From an optimization exercise on the open Yosys and OpenROAD flow, aimed at small area; shortcuts taken in it are not production practice.
In this exercise RTL edits were held to simulation tests only and were not proved equivalent to the original.
Power is estimated from default activity; no workload was simulated.

==> flow/design.v <==
module fft_byte_avg #(
   parameter int W = 16
) (
   input  logic [W-1:0] a,
   input  logic [W-1:0] b,
   output logic [W-1:0] y
);
   localparam int H = W / 2;
   for (genvar l = 0; l < 2; l++) begin : g_lane
      logic [H-1:0] c;
      logic [H-1:0] s;
      assign s[0] = a[l*H] ^ b[l*H];
      assign c[0] = a[l*H] & b[l*H];
      for (genvar j = 1; j < H; j++) begin : g_bit
         assign s[j] = a[l*H+j] ^ b[l*H+j] ^ c[j-1];
         assign c[j] = (a[l*H+j] & b[l*H+j]) | (c[j-1] & (a[l*H+j] ^ b[l*H+j]));
      end
      assign y[l*H +: H] = {c[H-1], s[H-1:1]};
   end
endmodule
module fft_scheduler #(
   parameter int TIMEOUT = 255
) (
   input  logic          i_clk,
   input  logic          i_rst_n,
   input  logic          i_trigger,
   input  logic [1023:0] i_frame,
   output logic          o_fft_start,
   output logic [255:0]  o_fft_in,
   input  logic [255:0]  i_fft_out,
   input  logic          i_fft_valid,
   output logic [255:0]  o_freqs,
   output logic          o_done,
   output logic          o_busy,
   output logic [3:0]    o_timeout,
   output logic          o_overrun
);
   localparam int W  = 16;
   localparam int FW = 256;
   localparam int HW = 128;
   localparam int CW = 8;   
   logic            st_idle, st_start, st_wait, st_store, st_avg, st_done;
   logic            busy;       
   logic            keep_f;     
   logic            shift;      
   logic            hold;       
   logic            hold3;      
   logic            put_res;    
   logic            put_avg;    
   logic            put_half;   
   logic [3:0]      slot;       
   logic            trig_prev;
   logic            trig_edge;
   logic [CW-1:0]   wait_cnt;
   logic            timeout_hit;
   logic            fin;
   logic [FW-1:0]   fr [3];
   logic [FW-1:0]   fr3;
   logic [HW-1:0]   fr3_hi;
   logic [HW-1:0]   fr3_lo_n;   
   logic [HW-1:0]   fr3_lo_nxt;
   logic [HW-1:0]   res_q;
   logic [HW-1:0]   avg;
   logic [HW-1:0]   half;
   logic [2*HW-1:0] freqs;
   logic [3:0]      timeout_flags;
   logic            overrun;
   logic            n_idle, n_avg, n_shift;
   assign trig_edge = i_trigger & ~trig_prev;
   assign timeout_hit = (wait_cnt == 8'h80);
   assign fin         = st_wait & (i_fft_valid | timeout_hit);
   assign n_idle  = st_done | (st_idle & ~trig_edge);
   assign n_avg   = st_store & slot[3];
   assign n_shift = fin & ~slot[3];
   always_ff @(posedge i_clk or negedge i_rst_n) begin
      if (!i_rst_n) begin
         st_idle  <= 1'b1;
         busy     <= 1'b0;
         st_start <= 1'b0;
         st_wait  <= 1'b0;
         st_store <= 1'b0;
         st_avg   <= 1'b0;
         keep_f   <= 1'b1;
         st_done  <= 1'b0;
         shift    <= 1'b0;
         hold     <= 1'b0;
         hold3    <= 1'b0;
         put_res  <= 1'b0;
         put_avg  <= 1'b0;
         put_half <= 1'b0;
      end else begin
         st_idle  <= n_idle;
         busy     <= ~n_idle;
         st_start <= (st_idle & trig_edge) | (st_store & ~slot[3]);
         st_wait  <= st_start | (st_wait & ~i_fft_valid & ~timeout_hit);
         st_store <= fin;
         st_avg   <= n_avg;
         keep_f   <= ~n_avg;
         st_done  <= st_avg;
         shift    <= n_shift;
         hold     <= ~n_idle & ~n_shift;
         hold3    <= ~n_idle & ~fin;
         put_res  <= fin & (slot[0] | slot[2]) & i_fft_valid;
         put_avg  <= fin & (slot[1] | slot[3]) & i_fft_valid;
         put_half <= fin & (slot[1] | slot[3]) & ~i_fft_valid;
      end
   end
   assign o_fft_start = st_start;
   assign o_done      = st_done;
   assign o_busy      = busy;
   always_ff @(posedge i_clk or negedge i_rst_n) begin
      if (!i_rst_n) begin
         trig_prev     <= 1'b0;
         overrun       <= 1'b0;
         timeout_flags <= '0;
         freqs         <= '0;
      end else begin
         trig_prev <= i_trigger;
         overrun   <= trig_edge & busy;
         if (st_idle) begin
            if (trig_edge) timeout_flags <= '0;
         end else if (st_wait && !i_fft_valid && timeout_hit) begin
            timeout_flags <= timeout_flags | slot;
         end
         freqs <= ({2*HW{st_avg}} & {fr3[0 +: HW], fr[2][0 +: HW]}) |
                  ({2*HW{keep_f}} & freqs);
      end
   end
   always_ff @(posedge i_clk) begin
      wait_cnt <= st_wait ? {wait_cnt[6:0], ~(wait_cnt[7] ^ wait_cnt[5] ^ wait_cnt[4] ^ wait_cnt[3])}
                          : '0;
      if (st_idle) slot <= 4'b0001;
      else if (st_store) slot <= {slot[3] | slot[2], slot[1:0], 1'b0};
      res_q <= i_fft_out[HW-1:0];
      for (int r = 0; r < 2; r++)
         fr[r] <= ({FW{st_idle}} & i_frame[r*FW +: FW]) | ({FW{shift}} & fr[r+1]) |
                  ({FW{hold}} & fr[r]);
      fr[2] <= ({FW{st_idle}} & i_frame[2*FW +: FW]) | ({FW{shift}} & fr3) |
               ({FW{hold}} & fr[2]);
      fr3_lo_n <= ~fr3_lo_nxt;
      fr3_hi   <= ({HW{st_idle}} & i_frame[3*FW+HW +: HW]) | ({HW{busy}} & fr3_hi);
   end
   assign fr3 = {fr3_hi, ~fr3_lo_n};
   assign fr3_lo_nxt = ({HW{st_idle}} & i_frame[3*FW +: HW]) | ({HW{put_res}} & res_q) |
                       ({HW{put_avg}} & avg) | ({HW{put_half}} & half) |
                       ({HW{hold3}} & fr3[0 +: HW]);
   for (genvar k = 0; k < 8; k++) begin : g_bin
      fft_byte_avg #(.W(W)) u_avg (
         .a (fr3[k*W +: W]),
         .b (res_q[k*W +: W]),
         .y (avg[k*W +: W])
      );
   end
   for (genvar l = 0; l < 16; l++) begin : g_half
      assign half[l*8 +: 8] = {1'b0, fr3[l*8+1 +: 7]};
   end
   assign o_fft_in  = fr[0];
   assign o_freqs   = freqs;
   assign o_timeout = timeout_flags;
   assign o_overrun = overrun;
endmodule
clock: 7.0 ns
lec_check: 0
cap_margin: 20
core_area: 10 10 670 670
die_area: 0 0 680 680
slew_margin: 20
standard.sh (not shown) runs the stock make flow with config.mk's settings and CLKGATE_MAP_FILE= SYNTH_SCRIPT=/design/flow/synth_recipe.tcl, a recipe that flattens the netlist after the stock synthesis.
==> flow/flow/run.sh <==
#!/bin/bash
# The standard layout (the standard.sh), with two changes:
#  - the port buffers are plain buf_1 cells;
#  - CTS builds larger leaf clusters of clkbuf_8 cells and adds no dummy loads.
set -euo pipefail
export BUFFER_PORTS_ARGS="-buffer_cell sky130_fd_sc_hd__buf_1"
export CTS_ARGS="-sink_clustering_enable -repair_clock_nets -dont_use_dummy_load -sink_clustering_size 12 -sink_clustering_max_diameter 100 -buf_list sky130_fd_sc_hd__clkbuf_8"
bash standard.sh > standard_flow.log 2>&1
Next try:
--- a/flow/design.v
+++ b/flow/design.v
@@ -53,12 +53,13 @@
    logic            trig_edge;
    logic [CW-1:0]   wait_cnt;
    logic            timeout_hit;
    logic            fin;
-   logic [FW-1:0]   fr [3];
-   logic [FW-1:0]   fr3;
-   logic [HW-1:0]   fr3_hi;
-   logic [HW-1:0]   fr3_lo_n;   
+   logic [FW-1:0]   fr [4];     
+   logic [FW-1:0]   fr0, fr2;
+   logic [FW-1:0]   fr1_n;
+   logic [HW-1:0]   fr3_hi_n;
+   logic [HW-1:0]   fr3_lo_n;
    logic [HW-1:0]   fr3_lo_nxt;
    logic [HW-1:0]   res_q;
    logic [HW-1:0]   avg;
    logic [HW-1:0]   half;
@@ -121,9 +122,9 @@
             if (trig_edge) timeout_flags <= '0;
          end else if (st_wait && !i_fft_valid && timeout_hit) begin
             timeout_flags <= timeout_flags | slot;
          end
-         freqs <= ({2*HW{st_avg}} & {fr3[0 +: HW], fr[2][0 +: HW]}) |
+         freqs <= ({2*HW{st_avg}} & {fr[3][0 +: HW], fr[2][0 +: HW]}) |
                   ({2*HW{keep_f}} & freqs);
       end
    end
    always_ff @(posedge i_clk) begin
@@ -131,29 +132,33 @@
                           : '0;
       if (st_idle) slot <= 4'b0001;
       else if (st_store) slot <= {slot[3] | slot[2], slot[1:0], 1'b0};
       res_q <= i_fft_out[HW-1:0];
-      for (int r = 0; r < 2; r++)
-         fr[r] <= ({FW{st_idle}} & i_frame[r*FW +: FW]) | ({FW{shift}} & fr[r+1]) |
-                  ({FW{hold}} & fr[r]);
-      fr[2] <= ({FW{st_idle}} & i_frame[2*FW +: FW]) | ({FW{shift}} & fr3) |
-               ({FW{hold}} & fr[2]);
+      fr0   <=  (({FW{st_idle}} & i_frame[0*FW +: FW]) | ({FW{shift}} & fr[1]) |
+                 ({FW{hold}} & fr[0]));
+      fr1_n <= ~(({FW{st_idle}} & i_frame[1*FW +: FW]) | ({FW{shift}} & fr[2]) |
+                 ({FW{hold}} & fr[1]));
+      fr2   <=  (({FW{st_idle}} & i_frame[2*FW +: FW]) | ({FW{shift}} & fr[3]) |
+                 ({FW{hold}} & fr[2]));
       fr3_lo_n <= ~fr3_lo_nxt;
-      fr3_hi   <= ({HW{st_idle}} & i_frame[3*FW+HW +: HW]) | ({HW{busy}} & fr3_hi);
+      fr3_hi_n <= ~(({HW{st_idle}} & i_frame[3*FW+HW +: HW]) | ({HW{busy}} & fr[3][HW +: HW]));
    end
-   assign fr3 = {fr3_hi, ~fr3_lo_n};
+   assign fr[0] = fr0;
+   assign fr[1] = ~fr1_n;
+   assign fr[2] = fr2;
+   assign fr[3] = {~fr3_hi_n, ~fr3_lo_n};
    assign fr3_lo_nxt = ({HW{st_idle}} & i_frame[3*FW +: HW]) | ({HW{put_res}} & res_q) |
                        ({HW{put_avg}} & avg) | ({HW{put_half}} & half) |
-                       ({HW{hold3}} & fr3[0 +: HW]);
+                       ({HW{hold3}} & fr[3][0 +: HW]);
    for (genvar k = 0; k < 8; k++) begin : g_bin
       fft_byte_avg #(.W(W)) u_avg (
-         .a (fr3[k*W +: W]),
+         .a (fr[3][k*W +: W]),
          .b (res_q[k*W +: W]),
          .y (avg[k*W +: W])
       );
    end
    for (genvar l = 0; l < 16; l++) begin : g_half
-      assign half[l*8 +: 8] = {1'b0, fr3[l*8+1 +: 7]};
+      assign half[l*8 +: 8] = {1'b0, fr[3][l*8+1 +: 7]};
    end
    assign o_fft_in  = fr[0];
    assign o_freqs   = freqs;
    assign o_timeout = timeout_flags;
Result:
- first-iteration DRC count falls by 13%
- setup slack is worse by 0.014 ns
- core utilization goes down by 0.15 points
- power rises by 34%
- final cell count shrinks by 0.72%

== old ==
fft_scheduler with an RTL version that a note above also has.
Size in the first run: roughly 4600 cells after synthesis, about 1800 I/O pins, about 51000 um2 of cells after synthesis.
==> module fft_scheduler, before the edit <==
module fft_scheduler #(
   parameter int TIMEOUT = 255
) (
   input  logic          i_clk,
   input  logic          i_rst_n,
   input  logic          i_trigger,
   input  logic [1023:0] i_frame,
   output logic          o_fft_start,
   output logic [255:0]  o_fft_in,
   input  logic [255:0]  i_fft_out,
   input  logic          i_fft_valid,
   output logic [255:0]  o_freqs,
   output logic          o_done,
   output logic          o_busy,
   output logic [3:0]    o_timeout,
   output logic          o_overrun
);
   localparam int W  = 16;
   localparam int FW = 256;
   localparam int HW = 128;
   localparam int CW = 8;   
   logic            st_idle, st_start, st_wait, st_store, st_avg, st_done;
   logic            busy;       
   logic            keep_f;     
   logic            shift;      
   logic            hold;       
   logic            hold3;      
   logic            put_res;    
   logic            put_avg;    
   logic            put_half;   
   logic [3:0]      slot;       
   logic            trig_prev;
   logic            trig_edge;
   logic [CW-1:0]   wait_cnt;
   logic            timeout_hit;
   logic            fin;
   logic [FW-1:0]   fr [4];     
   logic [FW-1:0]   fr0, fr2;
   logic [FW-1:0]   fr1_n;
   logic [HW-1:0]   fr3_hi_n;
   logic [HW-1:0]   fr3_lo_n;
   logic [HW-1:0]   fr3_lo_nxt;
   logic [HW-1:0]   res_q;
   logic [HW-1:0]   avg;
   logic [HW-1:0]   half;
   logic [2*HW-1:0] freqs;
   logic [3:0]      timeout_flags;
   logic            overrun;
   logic            n_idle, n_avg, n_shift;
   assign trig_edge = i_trigger & ~trig_prev;
   assign timeout_hit = (wait_cnt == 8'h80);
   assign fin         = st_wait & (i_fft_valid | timeout_hit);
   assign n_idle  = st_done | (st_idle & ~trig_edge);
   assign n_avg   = st_store & slot[3];
   assign n_shift = fin & ~slot[3];
   always_ff @(posedge i_clk or negedge i_rst_n) begin
      if (!i_rst_n) begin
         st_idle  <= 1'b1;
         busy     <= 1'b0;
         st_start <= 1'b0;
         st_wait  <= 1'b0;
         st_store <= 1'b0;
         st_avg   <= 1'b0;
         keep_f   <= 1'b1;
         st_done  <= 1'b0;
         shift    <= 1'b0;
         hold     <= 1'b0;
         hold3    <= 1'b0;
         put_res  <= 1'b0;
         put_avg  <= 1'b0;
         put_half <= 1'b0;
      end else begin
         st_idle  <= n_idle;
         busy     <= ~n_idle;
         st_start <= (st_idle & trig_edge) | (st_store & ~slot[3]);
         st_wait  <= st_start | (st_wait & ~i_fft_valid & ~timeout_hit);
         st_store <= fin;
         st_avg   <= n_avg;
         keep_f   <= ~n_avg;
         st_done  <= st_avg;
         shift    <= n_shift;
         hold     <= ~n_idle & ~n_shift;
         hold3    <= ~n_idle & ~fin;
         put_res  <= fin & (slot[0] | slot[2]) & i_fft_valid;
         put_avg  <= fin & (slot[1] | slot[3]) & i_fft_valid;
         put_half <= fin & (slot[1] | slot[3]) & ~i_fft_valid;
      end
   end
   assign o_fft_start = st_start;
   assign o_done      = st_done;
   assign o_busy      = busy;
   always_ff @(posedge i_clk or negedge i_rst_n) begin
      if (!i_rst_n) begin
         trig_prev     <= 1'b0;
         overrun       <= 1'b0;
         timeout_flags <= '0;
         freqs         <= '0;
      end else begin
         trig_prev <= i_trigger;
         overrun   <= trig_edge & busy;
         if (st_idle) begin
            if (trig_edge) timeout_flags <= '0;
         end else if (st_wait && !i_fft_valid && timeout_hit) begin
            timeout_flags <= timeout_flags | slot;
         end
         freqs <= ({2*HW{st_avg}} & {fr[3][0 +: HW], fr[2][0 +: HW]}) |
                  ({2*HW{keep_f}} & freqs);
      end
   end
   always_ff @(posedge i_clk) begin
      wait_cnt <= st_wait ? {wait_cnt[6:0], ~(wait_cnt[7] ^ wait_cnt[5] ^ wait_cnt[4] ^ wait_cnt[3])}
                          : '0;
      if (st_idle) slot <= 4'b0001;
      else if (st_store) slot <= {slot[3] | slot[2], slot[1:0], 1'b0};
      res_q <= i_fft_out[HW-1:0];
      fr0   <=  (({FW{st_idle}} & i_frame[0*FW +: FW]) | ({FW{shift}} & fr[1]) |
                 ({FW{hold}} & fr[0]));
      fr1_n <= ~(({FW{st_idle}} & i_frame[1*FW +: FW]) | ({FW{shift}} & fr[2]) |
                 ({FW{hold}} & fr[1]));
      fr2   <=  (({FW{st_idle}} & i_frame[2*FW +: FW]) | ({FW{shift}} & fr[3]) |
                 ({FW{hold}} & fr[2]));
      fr3_lo_n <= ~fr3_lo_nxt;
      fr3_hi_n <= ~(({HW{st_idle}} & i_frame[3*FW+HW +: HW]) | ({HW{busy}} & fr[3][HW +: HW]));
   end
   assign fr[0] = fr0;
   assign fr[1] = ~fr1_n;
   assign fr[2] = fr2;
   assign fr[3] = {~fr3_hi_n, ~fr3_lo_n};
   assign fr3_lo_nxt = ({HW{st_idle}} & i_frame[3*FW +: HW]) | ({HW{put_res}} & res_q) |
                       ({HW{put_avg}} & avg) | ({HW{put_half}} & half) |
                       ({HW{hold3}} & fr[3][0 +: HW]);
   for (genvar k = 0; k < 8; k++) begin : g_bin
      fft_byte_avg #(.W(W)) u_avg (
         .a (fr[3][k*W +: W]),
         .b (res_q[k*W +: W]),
         .y (avg[k*W +: W])
      );
   end
   for (genvar l = 0; l < 16; l++) begin : g_half
      assign half[l*8 +: 8] = {1'b0, fr[3][l*8+1 +: 7]};
   end
   assign o_fft_in  = fr[0];
   assign o_freqs   = freqs;
   assign o_timeout = timeout_flags;
   assign o_overrun = overrun;
endmodule
==> flow/config.mk <==
export PLATFORM = sky130hd
export DESIGN_NAME = fft_scheduler
export DESIGN_NICKNAME = fft_scheduler
export VERILOG_FILES = /design/flow/design.v
export SDC_FILE = /design/flow/constraint.sdc
export NUM_CORES = 4
export LEC_CHECK = 0
export CAP_MARGIN = 20
export CORE_AREA = 10 10 670 670
export DIE_AREA = 0 0 680 680
export SLEW_MARGIN = 20
==> flow/constraint.sdc <==
create_clock -name core_clock -period 7.0 [get_ports {i_clk}]
set_input_delay 1.4000 -clock core_clock [delete_from_list [all_inputs] [get_ports {i_clk}]]
set_output_delay 1.4000 -clock core_clock [all_outputs]
set_load 0.01 [all_outputs]
==> flow/flow/run.sh <==
#!/bin/bash
# The standard layout (the standard.sh), with two changes:
#  - the port buffers are plain buf_1 cells;
#  - CTS builds larger leaf clusters of clkbuf_8 cells and adds no dummy loads.
set -euo pipefail
export BUFFER_PORTS_ARGS="-buffer_cell sky130_fd_sc_hd__buf_1"
export CTS_ARGS="-sink_clustering_enable -repair_clock_nets -dont_use_dummy_load -sink_clustering_size 14 -sink_clustering_max_diameter 100 -buf_list sky130_fd_sc_hd__clkbuf_8"
bash standard.sh > standard_flow.log 2>&1
Setup changes, old to new
--- a/flow/design.v
+++ b/flow/design.v
@@ -43,8 +43,9 @@
    logic            busy;       
    logic            keep_f;     
    logic            shift;      
    logic            hold;       
+   logic            nhold;      
    logic            hold3;      
    logic            put_res;    
    logic            put_avg;    
    logic            put_half;   
@@ -84,8 +85,9 @@
          keep_f   <= 1'b1;
          st_done  <= 1'b0;
          shift    <= 1'b0;
          hold     <= 1'b0;
+         nhold    <= 1'b1;
          hold3    <= 1'b0;
          put_res  <= 1'b0;
          put_avg  <= 1'b0;
          put_half <= 1'b0;
@@ -99,8 +101,9 @@
          keep_f   <= ~n_avg;
          st_done  <= st_avg;
          shift    <= n_shift;
          hold     <= ~n_idle & ~n_shift;
+         nhold    <= n_idle | n_shift;
          hold3    <= ~n_idle & ~fin;
          put_res  <= fin & (slot[0] | slot[2]) & i_fft_valid;
          put_avg  <= fin & (slot[1] | slot[3]) & i_fft_valid;
          put_half <= fin & (slot[1] | slot[3]) & ~i_fft_valid;
@@ -135,9 +138,9 @@
       res_q <= i_fft_out[HW-1:0];
       fr0   <=  (({FW{st_idle}} & i_frame[0*FW +: FW]) | ({FW{shift}} & fr[1]) |
                  ({FW{hold}} & fr[0]));
       fr1_n <= ~(({FW{st_idle}} & i_frame[1*FW +: FW]) | ({FW{shift}} & fr[2]) |
-                 ({FW{hold}} & fr[1]));
+                 ~({FW{nhold}} | fr1_n));
       fr2   <=  (({FW{st_idle}} & i_frame[2*FW +: FW]) | ({FW{shift}} & fr[3]) |
                  ({FW{hold}} & fr[2]));
       fr3_lo_n <= ~fr3_lo_nxt;
       fr3_hi_n <= ~(({HW{st_idle}} & i_frame[3*FW+HW +: HW]) | ({HW{busy}} & fr[3][HW +: HW]));
==> comparison <==
- Taking old as the reference, in new standard cell area after detailed placement shows a reduction of about 0.6%, cell row count now sits at about the same level.
- Taking old as the reference, in new TritonCTS buffer count went down 1; global placer's final weighted congestion moved up.
- Comparing new and old, register share of total power is higher on new.
- Compared to old, new has proportion of power drawn by combinational gates 3.5 points lower.
- Setup slack deteriorates in new relative to old.
- Cmp new and old / data arrival time of the critical path / higher: new
- From old to new the numbers moved as follows: wire length went up; met2 routed wirelength rose by 5.4%.
- Against old, new comes in about 0.7% lower on number of clock-tree buffers in the layout.

==> port drivers added, routing unchanged <==
Ports are ideal in the flow. The routed layouts listed here were re-timed in OpenROAD. Step 1 sets driving cells, clkbuf_16 on the clock port and buf_2 on the other inputs (assumed; they add their load-dependent delay and slew). Step 2 also shifts input and output timing later by t, the mid clock arrival at the registers, as if the neighbouring blocks saw the same clock. Three values: ideal, step 1, step 2; two values: the first two.
run | t (ns) | slack for setup (ns) | cell pins on the clock port's net
the first run of note 1 | 1.026 | 3.066 / 3.066 / 3.066 | 1
the second run of note 1 | 1.014 | 3.052 / 3.052 / 3.052 | 1
old | 0.997 | 3.056 / 3.056 / 3.056 | 1
new | 1.028 | 2.575 / 2.575 / 2.575 | 1
After both steps every run listed still meets setup and hold.
